Source: an optimization exercise on an open RTL-to-GDS flow (aim: a short achievable clock period and few clock cycles). Production flows keep margins and buffers that such runs may drop. Only simulation tests tie the RTL to the original design; equivalence was not proved. Power is estimated from default activity; no workload was simulated.

## flow/design.v

```verilog
package cpu_pkg;
	typedef logic [31:0] word_t;
	typedef logic [4:0]  reg_addr_t;
	typedef enum logic [5:0] {
		op_special = 6'h00,
		op_j       = 6'h02,
		op_beq     = 6'h04,
		op_bne     = 6'h05,
		op_addiu   = 6'h09,
		op_slti    = 6'h0a,
		op_sltiu   = 6'h0b,
		op_andi    = 6'h0c,
		op_ori     = 6'h0d,
		op_xori    = 6'h0e,
		op_lui     = 6'h0f,
		op_lb      = 6'h20,
		op_lh      = 6'h21,
		op_lw      = 6'h23,
		op_lbu     = 6'h24,
		op_lhu     = 6'h25,
		op_sb      = 6'h28,
		op_sh      = 6'h29,
		op_sw      = 6'h2b
	} opcode_t;
	typedef enum logic [5:0] {
		fn_addu = 6'h21,
		fn_subu = 6'h23,
		fn_and  = 6'h24,
		fn_or   = 6'h25,
		fn_xor  = 6'h26,
		fn_nor  = 6'h27,
		fn_slt  = 6'h2a,
		fn_sltu = 6'h2b
	} funct_t;
	typedef enum logic [2:0] {
		alu_and  = 3'b000,
		alu_or   = 3'b001,
		alu_add  = 3'b010,
		alu_sltu = 3'b011,
		alu_xor  = 3'b100,
		alu_nor  = 3'b101,
		alu_sub  = 3'b110,
		alu_slt  = 3'b111
	} alu_op_t;
	typedef enum logic [8:0] {
		s_init = 9'b000000001,
		s_if   = 9'b000000010,
		s_iw   = 9'b000000100,
		s_id   = 9'b000001000,
		s_ex   = 9'b000010000,
		s_st   = 9'b000100000,
		s_ld   = 9'b001000000,
		s_rdw  = 9'b010000000,
		s_wb   = 9'b100000000
	} cpu_state_t;
	typedef enum logic [1:0] {size_byte, size_half, size_word} mem_size_t;
	typedef enum logic [1:0] {wb_alu, wb_load, wb_upper} wb_sel_t;
	typedef enum logic [1:0] {a_pc, a_pc4, a_opnd} alu_a_sel_t;
	typedef enum logic [1:0] {b_four, b_offset, b_opnd} alu_b_sel_t;
	typedef enum logic [1:0] {pc_seq, pc_target, pc_jump} pc_sel_t;
	typedef struct packed {
		opcode_t    opcode;
		reg_addr_t  rs;
		reg_addr_t  rt;
		reg_addr_t  rd;
		logic [4:0] shamt;
		funct_t     funct;
	} r_fields_t;
	typedef struct packed {
		opcode_t     opcode;
		reg_addr_t   rs;
		reg_addr_t   rt;
		logic [15:0] imm16;
	} i_fields_t;
	typedef struct packed {
		opcode_t     opcode;
		logic [25:0] index;
	} j_fields_t;
	typedef union packed {
		r_fields_t r;
		i_fields_t i;
		j_fields_t j;
	} cpu_instr_t;
endpackage
`timescale 1ns/1ps
module alu (
	input  cpu_pkg::word_t   a,
	input  cpu_pkg::word_t   b,
	input  cpu_pkg::alu_op_t op,
	output cpu_pkg::word_t   result,
	output logic             zero
);
	always_comb begin
		case (op)
			cpu_pkg::alu_and:  result = a & b;
			cpu_pkg::alu_or:   result = a | b;
			cpu_pkg::alu_xor:  result = a ^ b;
			cpu_pkg::alu_nor:  result = ~(a | b);
			cpu_pkg::alu_add:  result = a + b;
			cpu_pkg::alu_sub:  result = a - b;
			cpu_pkg::alu_slt:  result = {31'b0, $signed(a) < $signed(b)};
			cpu_pkg::alu_sltu: result = {31'b0, a < b};
			default:  result = '0;
		endcase
	end
	assign zero = (result == '0);
endmodule
`timescale 1ns/1ps
module reg_file (
	input  logic               clk,
	input  cpu_pkg::reg_addr_t raddr1,
	input  cpu_pkg::reg_addr_t raddr2,
	input  cpu_pkg::reg_addr_t waddr,
	input  logic               wen,
	input  cpu_pkg::word_t     wdata,
	output cpu_pkg::word_t     rdata1,
	output cpu_pkg::word_t     rdata2
);
	logic [31:0] regs [1:31];    
	always_ff @(posedge clk) begin
		if (wen && waddr != '0)
			regs[waddr] <= wdata;
	end
	assign rdata1 = (raddr1 == '0) ? '0 : regs[raddr1];
	assign rdata2 = (raddr2 == '0) ? '0 : regs[raddr2];
endmodule
`timescale 1ns/1ps
module mem_align (
	input  logic [1:0]     byte_offset,
	input  cpu_pkg::word_t store_src,
	input  cpu_pkg::word_t read_word,
	input  cpu_pkg::mem_size_t mem_size,    
	input  logic           load_unsigned,
	output cpu_pkg::word_t write_data,
	output logic [3:0]     write_strb,
	output cpu_pkg::word_t load_value
);
	logic [7:0]  load_byte;
	logic [15:0] load_half;
	always_comb begin
		case (mem_size)
			cpu_pkg::size_byte: begin
				write_data = {4{store_src[7:0]}};
				write_strb = 4'b0001 << byte_offset;
			end
			cpu_pkg::size_half: begin
				write_data = {2{store_src[15:0]}};
				write_strb = byte_offset[1] ? 4'b1100 : 4'b0011;
			end
			default: begin
				write_data = store_src;
				write_strb = 4'b1111;
			end
		endcase
	end
	assign load_byte = read_word[8*byte_offset +: 8];
	assign load_half = byte_offset[1] ? read_word[31:16] : read_word[15:0];
	always_comb begin
		case (mem_size)
			cpu_pkg::size_byte:
				load_value = load_unsigned ? {24'b0, load_byte} : {{24{load_byte[7]}}, load_byte};
			cpu_pkg::size_half:
				load_value = load_unsigned ? {16'b0, load_half} : {{16{load_half[15]}}, load_half};
			default:
				load_value = read_word;
		endcase
	end
endmodule
`timescale 1ns/1ps
module exec_datapath #(
	parameter cpu_pkg::word_t reset_pc = '0
) (
	input  logic               clk,
	input  logic               rst,
	input  cpu_pkg::word_t     instruction,
	input  cpu_pkg::word_t     read_data,
	input  cpu_pkg::word_t     load_value,
	input  cpu_pkg::word_t     rs_data,
	input  cpu_pkg::word_t     rt_data,
	input  cpu_pkg::word_t     alu_result,
	input  logic               alu_zero_in,
	output cpu_pkg::word_t     pc,
	output cpu_pkg::word_t     address,
	output cpu_pkg::word_t     alu_a,
	output cpu_pkg::word_t     alu_b,
	output cpu_pkg::word_t     rf_wdata,
	output cpu_pkg::word_t     store_data,
	output cpu_pkg::word_t     read_word,
	output cpu_pkg::reg_addr_t rf_raddr1,
	output cpu_pkg::reg_addr_t rf_raddr2,
	output cpu_pkg::reg_addr_t rf_waddr,
	output logic [1:0]         byte_offset,
	input  logic                ir_load,
	input  logic                opnd_load,
	input  cpu_pkg::alu_a_sel_t alu_a_sel,
	input  cpu_pkg::alu_b_sel_t alu_b_sel,
	input  cpu_pkg::pc_sel_t    pc_sel,
	input  logic                pc_write,
	input  logic                b_is_imm,
	input  logic                imm_zero_ext,
	input  logic                rf_wen,
	input  cpu_pkg::wb_sel_t    wb_sel,
	output cpu_pkg::cpu_instr_t instr,
	output logic                alu_zero
);
	cpu_pkg::cpu_instr_t ir;
	cpu_pkg::word_t      pc_plus4;
	cpu_pkg::word_t      opnd_a;
	cpu_pkg::word_t      opnd_b;
	cpu_pkg::word_t      target;
	cpu_pkg::word_t      store_reg;
	cpu_pkg::word_t      result;
	cpu_pkg::word_t      rdata_q;
	cpu_pkg::word_t      imm_ext;
	cpu_pkg::word_t      br_offset;
	assign imm_ext = imm_zero_ext ? {16'b0, ir.i.imm16} : {{16{ir.i.imm16[15]}}, ir.i.imm16};
	assign br_offset  = {{14{ir.i.imm16[15]}}, ir.i.imm16, 2'b00};
	always_ff @(posedge clk) begin
		if (rst) begin
			pc <= reset_pc;
		end else if (pc_write) begin
			case (pc_sel)
				cpu_pkg::pc_target: pc <= target;
				cpu_pkg::pc_jump:   pc <= {pc_plus4[31:28], ir.j.index, 2'b00};
				default:   pc <= pc_plus4;
			endcase
		end
	end
	always_ff @(posedge clk) begin
		if (ir_load) begin
			ir       <= instruction;
			pc_plus4 <= alu_result;    
		end
		if (opnd_load) begin
			opnd_a    <= rs_data;
			opnd_b    <= b_is_imm ? imm_ext : rt_data;
			target    <= alu_result;
			store_reg <= rt_data;
		end
		if (alu_a_sel == cpu_pkg::a_opnd)
			result <= alu_result;      
		if (!rf_wen)
			rdata_q <= read_data;      
	end
	always_comb begin
		case (alu_a_sel)
			cpu_pkg::a_pc4:   alu_a = pc_plus4;
			cpu_pkg::a_opnd:  alu_a = opnd_a;
			default: alu_a = pc;
		endcase
		case (alu_b_sel)
			cpu_pkg::b_offset: alu_b = br_offset;
			cpu_pkg::b_opnd:   alu_b = opnd_b;
			default:  alu_b = 32'd4;
		endcase
	end
	always_comb begin
		case (wb_sel)
			cpu_pkg::wb_load:  rf_wdata = load_value;
			cpu_pkg::wb_upper: rf_wdata = {ir.i.imm16, 16'b0};
			default:  rf_wdata = result;
		endcase
	end
	assign rf_raddr1  = ir.i.rs;
	assign rf_raddr2  = ir.i.rt;
	assign rf_waddr   = (ir.r.opcode == cpu_pkg::op_special) ? ir.r.rd : ir.i.rt;
	assign address    = {result[31:2], 2'b00};
	assign byte_offset = result[1:0];
	assign store_data = store_reg;
	assign read_word  = rdata_q;
	assign instr    = ir;
	assign alu_zero = alu_zero_in;
endmodule
`timescale 1ns/1ps
module cpu_control (
	input  logic clk,
	input  logic rst,
	input  logic inst_req_ready,
	input  logic inst_valid,
	input  logic mem_req_ready,
	input  logic read_data_valid,
	output logic inst_req_valid,
	output logic inst_ready,
	output logic mem_read,
	output logic mem_write,
	output logic read_data_ready,
	output logic                ir_load,
	output logic                opnd_load,
	output cpu_pkg::alu_op_t    alu_op,
	output cpu_pkg::alu_a_sel_t alu_a_sel,
	output cpu_pkg::alu_b_sel_t alu_b_sel,
	output cpu_pkg::pc_sel_t    pc_sel,
	output logic                pc_write,
	output logic                b_is_imm,
	output logic                imm_zero_ext,
	output logic                rf_wen,
	output cpu_pkg::wb_sel_t    wb_sel,
	output cpu_pkg::mem_size_t  mem_size,
	output logic                load_unsigned,
	output logic                mem_en,
	input  cpu_pkg::cpu_instr_t instr,
	input  logic                alu_zero
);
	cpu_pkg::cpu_state_t state;
	cpu_pkg::cpu_state_t next_state;
	cpu_pkg::opcode_t    op;
	cpu_pkg::funct_t     fn;
	cpu_pkg::alu_op_t    ex_op;
	logic       is_rtype;
	logic       is_icalc;
	logic       is_load;
	logic       is_store;
	logic       is_branch;
	logic       is_jump;
	logic       is_nop;
	logic       taken;
	assign op        = instr.i.opcode;
	assign fn        = instr.r.funct;
	assign is_rtype  = (op == cpu_pkg::op_special);
	assign is_icalc  = (op == cpu_pkg::op_addiu) || (op == cpu_pkg::op_slti) || (op == cpu_pkg::op_sltiu) || (op == cpu_pkg::op_andi) || (op == cpu_pkg::op_ori) || (op == cpu_pkg::op_xori) || (op == cpu_pkg::op_lui);
	assign is_load   = (op == cpu_pkg::op_lb) || (op == cpu_pkg::op_lh) || (op == cpu_pkg::op_lw) || (op == cpu_pkg::op_lbu) || (op == cpu_pkg::op_lhu);
	assign is_store  = (op == cpu_pkg::op_sb) || (op == cpu_pkg::op_sh) || (op == cpu_pkg::op_sw);
	assign is_branch = (op == cpu_pkg::op_beq) || (op == cpu_pkg::op_bne);
	assign is_jump   = (op == cpu_pkg::op_j);
	assign is_nop    = (instr == '0);
	assign taken     = is_branch && (alu_zero ^ (op == cpu_pkg::op_bne));
	always_ff @(posedge clk) begin
		if (rst) begin
			state <= cpu_pkg::s_init;
		end else begin
			state <= next_state;
		end
	end
	always_comb begin
		case (state)
			cpu_pkg::s_init: next_state = cpu_pkg::s_if;
			cpu_pkg::s_if:   next_state = inst_req_ready ? cpu_pkg::s_iw : cpu_pkg::s_if;
			cpu_pkg::s_iw:   next_state = inst_valid ? cpu_pkg::s_id : cpu_pkg::s_iw;
			cpu_pkg::s_id:   next_state = is_nop ? cpu_pkg::s_if : cpu_pkg::s_ex;
			cpu_pkg::s_ex: begin
				if (is_store)
					next_state = cpu_pkg::s_st;
				else if (is_load)
					next_state = cpu_pkg::s_ld;
				else if (is_rtype || is_icalc)
					next_state = cpu_pkg::s_wb;
				else
					next_state = cpu_pkg::s_if;
			end
			cpu_pkg::s_st:   next_state = mem_req_ready ? cpu_pkg::s_if : cpu_pkg::s_st;
			cpu_pkg::s_ld:   next_state = mem_req_ready ? cpu_pkg::s_rdw : cpu_pkg::s_ld;
			cpu_pkg::s_rdw:  next_state = read_data_valid ? cpu_pkg::s_wb : cpu_pkg::s_rdw;
			cpu_pkg::s_wb:   next_state = cpu_pkg::s_if;
			default: next_state = cpu_pkg::s_init;
		endcase
	end
	always_comb begin
		ex_op = cpu_pkg::alu_add;
		if (is_rtype) begin
			case (fn)
				cpu_pkg::fn_subu: ex_op = cpu_pkg::alu_sub;
				cpu_pkg::fn_and:  ex_op = cpu_pkg::alu_and;
				cpu_pkg::fn_or:   ex_op = cpu_pkg::alu_or;
				cpu_pkg::fn_xor:  ex_op = cpu_pkg::alu_xor;
				cpu_pkg::fn_nor:  ex_op = cpu_pkg::alu_nor;
				cpu_pkg::fn_slt:  ex_op = cpu_pkg::alu_slt;
				cpu_pkg::fn_sltu: ex_op = cpu_pkg::alu_sltu;
				default: ex_op = cpu_pkg::alu_add;
			endcase
		end else begin
			case (op)
				cpu_pkg::op_slti:        ex_op = cpu_pkg::alu_slt;
				cpu_pkg::op_sltiu:       ex_op = cpu_pkg::alu_sltu;
				cpu_pkg::op_andi:        ex_op = cpu_pkg::alu_and;
				cpu_pkg::op_ori:         ex_op = cpu_pkg::alu_or;
				cpu_pkg::op_xori:        ex_op = cpu_pkg::alu_xor;
				cpu_pkg::op_beq, cpu_pkg::op_bne: ex_op = cpu_pkg::alu_sub;    
				default:        ex_op = cpu_pkg::alu_add;
			endcase
		end
	end
	always_comb begin
		alu_a_sel = cpu_pkg::a_pc;
		alu_b_sel = cpu_pkg::b_four;
		alu_op    = cpu_pkg::alu_add;
		pc_sel    = cpu_pkg::pc_seq;
		pc_write  = 1'b0;
		case (state)
			cpu_pkg::s_id: begin
				alu_a_sel = cpu_pkg::a_pc4;
				alu_b_sel = cpu_pkg::b_offset;
				pc_write  = is_nop;
			end
			cpu_pkg::s_ex: begin
				alu_a_sel = cpu_pkg::a_opnd;
				alu_b_sel = cpu_pkg::b_opnd;
				alu_op    = ex_op;
				if (!is_store && !is_load && !is_rtype && !is_icalc) begin
					pc_write = 1'b1;
					pc_sel   = is_jump ? cpu_pkg::pc_jump : (taken ? cpu_pkg::pc_target : cpu_pkg::pc_seq);
				end
			end
			cpu_pkg::s_st: pc_write = mem_req_ready;
			cpu_pkg::s_wb: pc_write = 1'b1;
			default: begin
			end
		endcase
	end
	always_comb begin
		case (op)
			cpu_pkg::op_lb, cpu_pkg::op_lbu, cpu_pkg::op_sb: mem_size = cpu_pkg::size_byte;
			cpu_pkg::op_lh, cpu_pkg::op_lhu, cpu_pkg::op_sh: mem_size = cpu_pkg::size_half;
			default:              mem_size = cpu_pkg::size_word;
		endcase
	end
	assign ir_load       = (state == cpu_pkg::s_iw) && inst_valid;
	assign opnd_load     = (state == cpu_pkg::s_id);
	assign b_is_imm      = !is_rtype && !is_branch;
	assign imm_zero_ext  = (op == cpu_pkg::op_andi) || (op == cpu_pkg::op_ori) || (op == cpu_pkg::op_xori);
	assign rf_wen        = (state == cpu_pkg::s_wb);
	assign wb_sel        = (op == cpu_pkg::op_lui) ? cpu_pkg::wb_upper : (is_load ? cpu_pkg::wb_load : cpu_pkg::wb_alu);
	assign load_unsigned = (op == cpu_pkg::op_lbu) || (op == cpu_pkg::op_lhu);
	assign mem_en        = (state == cpu_pkg::s_st) || (state == cpu_pkg::s_ld);
	assign inst_req_valid  = (state == cpu_pkg::s_if);
	assign inst_ready      = (state == cpu_pkg::s_iw) || (state == cpu_pkg::s_init);
	assign mem_read        = (state == cpu_pkg::s_ld);
	assign mem_write       = (state == cpu_pkg::s_st);
	assign read_data_ready = (state == cpu_pkg::s_rdw) || (state == cpu_pkg::s_init);
endmodule
`timescale 1ns/1ps
module cpu_top #(
	parameter cpu_pkg::word_t reset_pc = '0
) (
	input  logic               clk,
	input  logic               rst,
	output logic               inst_req_valid,
	input  logic               inst_req_ready,
	output cpu_pkg::word_t     pc,
	input  cpu_pkg::word_t     instruction,
	input  logic               inst_valid,
	output logic               inst_ready,
	output cpu_pkg::word_t     address,
	output logic               mem_write,
	output cpu_pkg::word_t     write_data,
	output logic [3:0]         write_strb,
	output logic               mem_read,
	input  logic               mem_req_ready,
	input  cpu_pkg::word_t     read_data,
	input  logic               read_data_valid,
	output logic               read_data_ready,
	output logic               retire_wen,
	output cpu_pkg::reg_addr_t retire_waddr,
	output cpu_pkg::word_t     retire_wdata,
	output cpu_pkg::word_t     retire_pc
);
	cpu_pkg::word_t      alu_a;
	cpu_pkg::word_t      alu_b;
	cpu_pkg::word_t      alu_result;
	logic       alu_zero;
	cpu_pkg::word_t      rs_data;
	cpu_pkg::word_t      rt_data;
	cpu_pkg::word_t      load_value;
	cpu_pkg::word_t      store_data;
	cpu_pkg::word_t      rf_wdata;
	cpu_pkg::word_t      read_word;
	cpu_pkg::reg_addr_t  rf_raddr1;
	cpu_pkg::reg_addr_t  rf_raddr2;
	cpu_pkg::reg_addr_t  rf_waddr;
	logic [1:0] byte_offset;
	logic       ir_load;
	logic       opnd_load;
	cpu_pkg::alu_op_t    alu_op;
	cpu_pkg::alu_a_sel_t alu_a_sel;
	cpu_pkg::alu_b_sel_t alu_b_sel;
	cpu_pkg::pc_sel_t    pc_sel;
	logic       pc_write;
	logic       b_is_imm;
	logic       imm_zero_ext;
	logic       rf_wen;
	cpu_pkg::wb_sel_t    wb_sel;
	cpu_pkg::mem_size_t  mem_size;
	logic       load_unsigned;
	logic       mem_en;
	cpu_pkg::cpu_instr_t instr;
	logic       dp_alu_zero;
	cpu_control u_control (
		.clk(clk), .rst(rst),
		.inst_req_ready(inst_req_ready), .inst_valid(inst_valid),
		.mem_req_ready(mem_req_ready), .read_data_valid(read_data_valid),
		.inst_req_valid(inst_req_valid), .inst_ready(inst_ready),
		.mem_read(mem_read), .mem_write(mem_write),
		.read_data_ready(read_data_ready),
		.ir_load(ir_load), .opnd_load(opnd_load), .alu_op(alu_op), .alu_a_sel(alu_a_sel),
		.alu_b_sel(alu_b_sel), .pc_sel(pc_sel), .pc_write(pc_write), .b_is_imm(b_is_imm),
		.imm_zero_ext(imm_zero_ext), .rf_wen(rf_wen), .wb_sel(wb_sel), .mem_size(mem_size),
		.load_unsigned(load_unsigned), .mem_en(mem_en), .instr(instr), .alu_zero(dp_alu_zero)
	);
	exec_datapath #(.reset_pc(reset_pc)) u_datapath (
		.clk(clk), .rst(rst), .instruction(instruction), .read_data(read_data),
		.load_value(load_value), .rs_data(rs_data), .rt_data(rt_data),
		.alu_result(alu_result), .alu_zero_in(alu_zero), .pc(pc), .address(address),
		.alu_a(alu_a), .alu_b(alu_b), .rf_wdata(rf_wdata), .store_data(store_data),
		.read_word(read_word), .rf_raddr1(rf_raddr1), .rf_raddr2(rf_raddr2),
		.rf_waddr(rf_waddr), .byte_offset(byte_offset),
		.ir_load(ir_load), .opnd_load(opnd_load), .alu_a_sel(alu_a_sel), .alu_b_sel(alu_b_sel),
		.pc_sel(pc_sel), .pc_write(pc_write), .b_is_imm(b_is_imm), .imm_zero_ext(imm_zero_ext),
		.rf_wen(rf_wen), .wb_sel(wb_sel), .instr(instr), .alu_zero(dp_alu_zero)
	);
	alu u_alu (
		.a(alu_a), .b(alu_b), .op(alu_op), .result(alu_result), .zero(alu_zero)
	);
	reg_file u_reg_file (
		.clk(clk), .raddr1(rf_raddr1), .raddr2(rf_raddr2), .waddr(rf_waddr),
		.wen(rf_wen), .wdata(rf_wdata), .rdata1(rs_data), .rdata2(rt_data)
	);
	mem_align u_mem_align (
		.byte_offset(byte_offset), .store_src(store_data), .read_word(read_word),
		.mem_size(mem_size), .load_unsigned(load_unsigned), .write_data(write_data), .write_strb(write_strb),
		.load_value(load_value)
	);
	assign retire_wen   = rf_wen;
	assign retire_waddr = rf_waddr;
	assign retire_wdata = rf_wdata;
	assign retire_pc    = pc;
endmodule
```

## flow/run.sh

```bash
#!/bin/bash
# synth_recipe.tcl (not shown) runs the flow's synth.tcl, then flattens the netlist and writes it again
# the make line also repeats each setting of config.mk as NAME=value (left out here)
make -C /OpenROAD-flow-scripts/flow DESIGN_CONFIG=/design/flow/config.mk WORK_HOME=/design/flow/orfs CLKGATE_MAP_FILE= SYNTH_SCRIPT=/design/flow/synth_recipe.tcl finish
```

## flow/config.mk

```make
export PLATFORM = sky130hd
export DESIGN_NAME = cpu_top
export DESIGN_NICKNAME = cpu_top
export VERILOG_FILES = /design/flow/design.v
export SDC_FILE = /design/flow/constraint.sdc
export NUM_CORES = 4
export LEC_CHECK = 0
export CAP_MARGIN = 20
export CORE_MARGIN = 2
export CORE_UTILIZATION = 40
export SLEW_MARGIN = 20
```

## flow/constraint.sdc

```tcl
create_clock -name core_clock -period 7.5 [get_ports {clk}]
set_input_delay 1.5000 -clock core_clock [delete_from_list [all_inputs] [get_ports {clk}]]
set_output_delay 1.5000 -clock core_clock [all_outputs]
set_load 0.01 [all_outputs]
```

==> run_results.csv <==
group,metric,value,unit
cts,cts_buffers,143,
layout,layout_commonest_cell,"edfxtp_1",
yosys,synthFlopType,"edfxtp_1",
layout,utilization,47.2,%
cts,clockRootBuffer,"clkbuf_16",
timing,finalHoldViolations,0,
worst_setup_path,required,8.13,ns
yosys,synth.distinct_cells,93,
worst_setup_path,timing.critical_path.mode_cell,"buf_4",
global_route,grt_max_degree,121,
cts,htree_num_levels,4,
hold_path,hold_class,"flip-flop to flip-flop",
floorplanning,core_area,0.163,mm2
cts,cts_buffer_depth,3,
worst_setup_path,worst-path-max-fanout,22,
layout,seqCellArea,0.0384,mm2
timing,fin_tns_setup,0,ns
global_route,grt_overflow_total,0,
placement,place_congestion,0.992,
timing,post-route-min-period,7.22,ns
worst_setup_path,critPathCaptureType,"flip-flop",
timing,setup_viol,0,
floorplanning,floorplan.die_area,0.167,mm2
hold_path,worstHoldStart,"u_datapath.pc[25]",
global_route,grt_pass1_wl,328000,um
placement,dp_hpwl,160000,um
yosys,ys_warn_count,5,
yosys,yosys.area.top_type,"edfxtp_1",
yosys,synth_area,0.0655,mm2
worst_setup_path,worst-setup-path-type,"flip-flop to flip-flop",
yosys,synth_cells,4247,
yosys,ys_seq_elements,1294,
cts,clkSlewWorstSetupHoldPaths,0.06,ns
layout,final_cell_mix,"edfxtp_1, mux4_2, nor2_1",
cts,hold_buffers,0,
layout,multiInputGateArea,0.0257,mm2
floorplanning,die_h,409,um
power,p_leak,25.5,nW
timing,finalCritPeriodShare,96.2,%
worst_setup_path,slowest_stage,"or4_1",
layout,largest-register,"u_reg_file.regs",
global_route,grt_pass1_vias,42300,
flow_run,maxCapViolCount,0,
worst_setup_path,reg2reg_from,"u_control.state[5]",
global_route,grt_usage,27.8,%
routing,dr.pass1.iters,6,
floorplanning,fp.dieW,409,um
worst_setup_path,cp_data_arrival_time,7.84,ns
routing,wire_per_inst,34.4,um
yosys,synth_top_cell_area_share,57.2,%
placement,io_buffers,242,
layout,drive_above_1_share,27.2,%
run_status,status,"timing/DRC/antenna clean",
floorplanning,io_pins,245,
yosys,synthArstFlopShare,0,%
timing,slew_viol_final,0,
yosys,synth.area.top_cells,"edfxtp_1, mux4_2, mux2i_1",
yosys,synth-edff-count,1248,
routing,avgViaCountPerCell,6.31,
timing,maxSlewHeadroom,23.6,%
layout,largest_register_ffs,992,
worst_setup_path,slowest_delay,0.60,ns
timing,timing.fmax,139,MHz
layout,fin_nets,4713,
power,power,0.0151,W
floorplanning,rows,148,
yosys,synth_area_per_cell,15.4,um2
power,power_density,197,mW/mm2
yosys,seq_area_frac_synth,58.6,%
worst_setup_path,cp-start-kind,"flip-flop",
layout,area_delta_synth_final,17.3,%
routing,vias,43100,
routing,wl,235000,um
power,ir_drop,0.204,mV
worst_setup_path,crit_start,"u_control.state[5]",
floorplanning,start_util,40.3,%
layout,n_fill_cell,14000,
routing,first_iter_violations,6305,
global_route,antenna_found_initial,6,
routing,route.detailed.drc,0,
routing,ant_nets,0,
timing,worst_slew_pin_slew,1.11,ns
timing,fin_worst_skew,0.0516,ns
cts,cts_tree,"built",
timing,hold_slack,0.588,ns
cts,clk-insertion-delay-late,0.79,ns
cts,cts.sinks,1294,
## cells by family after synthesis
group	Yosys count	share of synthesized area [%]
xor gates and xnor gates	27	0.361
buffers and inverters	495	3.35
AOI/OAI and AO/OA	749	7.36
muxes	747	22.6
and+or+nand+nor	829	5.68
other	1	0.00573
DFF	1294	58.6
adders and majority gates	105	2.03
## metal layers
layer | GRT usage (%) | up-vias | wire length [um]
met1 | 36.9 | 22500 | 89200
met4 | 11.6 | 4 | 11600
met5 | 0 | - | 27
met3 | 5.84 | 457 | 23400
li1 | - | 17600 | -
met2 | 44.4 | 2551 | 111000
## worst max-delay path: cells and delay by family, from the launching register on
| family | cells | cell delay (ns) |
|---|---|---|
| buf+inv | 8 | 1.35 |
| fa+ha+maj | 3 | 0.81 |
| simple gates | 11 | 2.83 |
| compound gates | 9 | 1.31 |
| flops | 1 | 0.37 |
| xor+xnor | 2 | 0.36 |
## where the power goes
group | switching, W | internal (W)
Combinational | 0.0000965 | 0.000104
Sequential | 0.0000256 | 0.00782
Clock | 0.00294 | 0.00410
Total | 0.00307 | 0.0120
## final timing paths
path	to	slack, ns	cells past startpoint
worst max-delay path	u_datapath.pc[2]	0.28	33
worst min-delay path	u_datapath.pc[25]	0.59	2
worst max register to register	u_datapath.pc[2]	0.28	33
worst min register to register	u_datapath.pc[25]	0.59	2
## metrics by stage
stage	setup slack [ns]	instance area (um2)	instances
finish	0.282	76800	6827
global route	-0.0112	76800	6824
CTS	0.00899	76400	6809
detailed placement	-0.0107	71800	6552
global placement	0.000853	71700	6550
floorplan	-0.736	65900	4248
## layout make-up
type | instances | share of cell area (%)
diodes | 3 | 0.00978
well taps | 2175 | 3.54
multi-input cells | 2459 | 33.5
flip-flops and latches | 1294 | 50.0
clock buffers | 180 | 4.92
inverters | 120 | 0.593
repair buffers | 520 | 6.28
clock inverters | 76 | 1.11
## Yosys cell counts (6+ instances only)
| cell | number |
|---|---|
| edfxtp_1 | 1248 |
| mux4_2 | 582 |
| nor2_1 | 377 |
| a21oi_1 | 247 |
| nand2_1 | 207 |
| clkbuf_1 | 197 |
| mux2i_1 | 148 |
| o21ai_0 | 144 |
| inv_1 | 118 |
| ha_1 | 103 |
| a22oi_1 | 101 |
| buf_1 | 79 |
| buf_4 | 72 |
| nand3_1 | 51 |
| a21o_1 | 48 |
| dfxtp_1 | 46 |
| nor3_1 | 37 |
| xnor2_1 | 24 |
| a211oi_1 | 22 |
| buf_2 | 22 |
| nand4_1 | 19 |
| o211ai_1 | 19 |
| or2_2 | 19 |
| mux2_2 | 17 |
| a31oi_1 | 16 |
| nor4_1 | 16 |
| or3_1 | 16 |
| nand2b_1 | 15 |
| nor2b_1 | 15 |
| a221oi_1 | 14 |
| o21a_1 | 12 |
| o21bai_1 | 12 |
| o22ai_1 | 12 |
| o31ai_1 | 12 |
| and3_1 | 9 |
| a211o_1 | 8 |
| o221ai_1 | 8 |
| or4_1 | 8 |
| a221o_1 | 7 |
| and2_1 | 6 |
## what timing repair did
item,in CTS,in global routing
pin swaps,1,12
endpoints found under the setup margin,26,32
cloned,0,1
buffers inserted,1,13
gates resized for setup,1,47
Testbench counts, summed over its fixed seeds: cycles 25,109.

port drivers added, routing unchanged:
No port has a modelled driver above. Below, the same layout with a new extraction and two added sets of constraints. Step 1 (the two cells are an assumption about what drives the block):
set clk [get_ports {clk}]
set_driving_cell -lib_cell sky130_fd_sc_hd__clkbuf_16 $clk
set_driving_cell -lib_cell sky130_fd_sc_hd__buf_2 [delete_from_list [all_inputs] $clk]
Step 2 moves the port delays by t, midway between the first and last clock arrival at a register: inputs arrive t later, outputs are due t later. That takes back most of the time a late clock gives input paths. Slacks: no drivers / after step 1 / after step 2; pairs: no drivers / after step 1.
t, ns: 0.849
slack for setup (ns): 0.282 / 0.282 / 0.282
hold WS [ns]: 0.588 / 0.588 / 0.588
pins driven straight from the clock port: 1
After both steps setup and hold are still met in this run. The setup slack of this run moves by 0.000 ns with the drivers and by 0.000 ns with both steps.
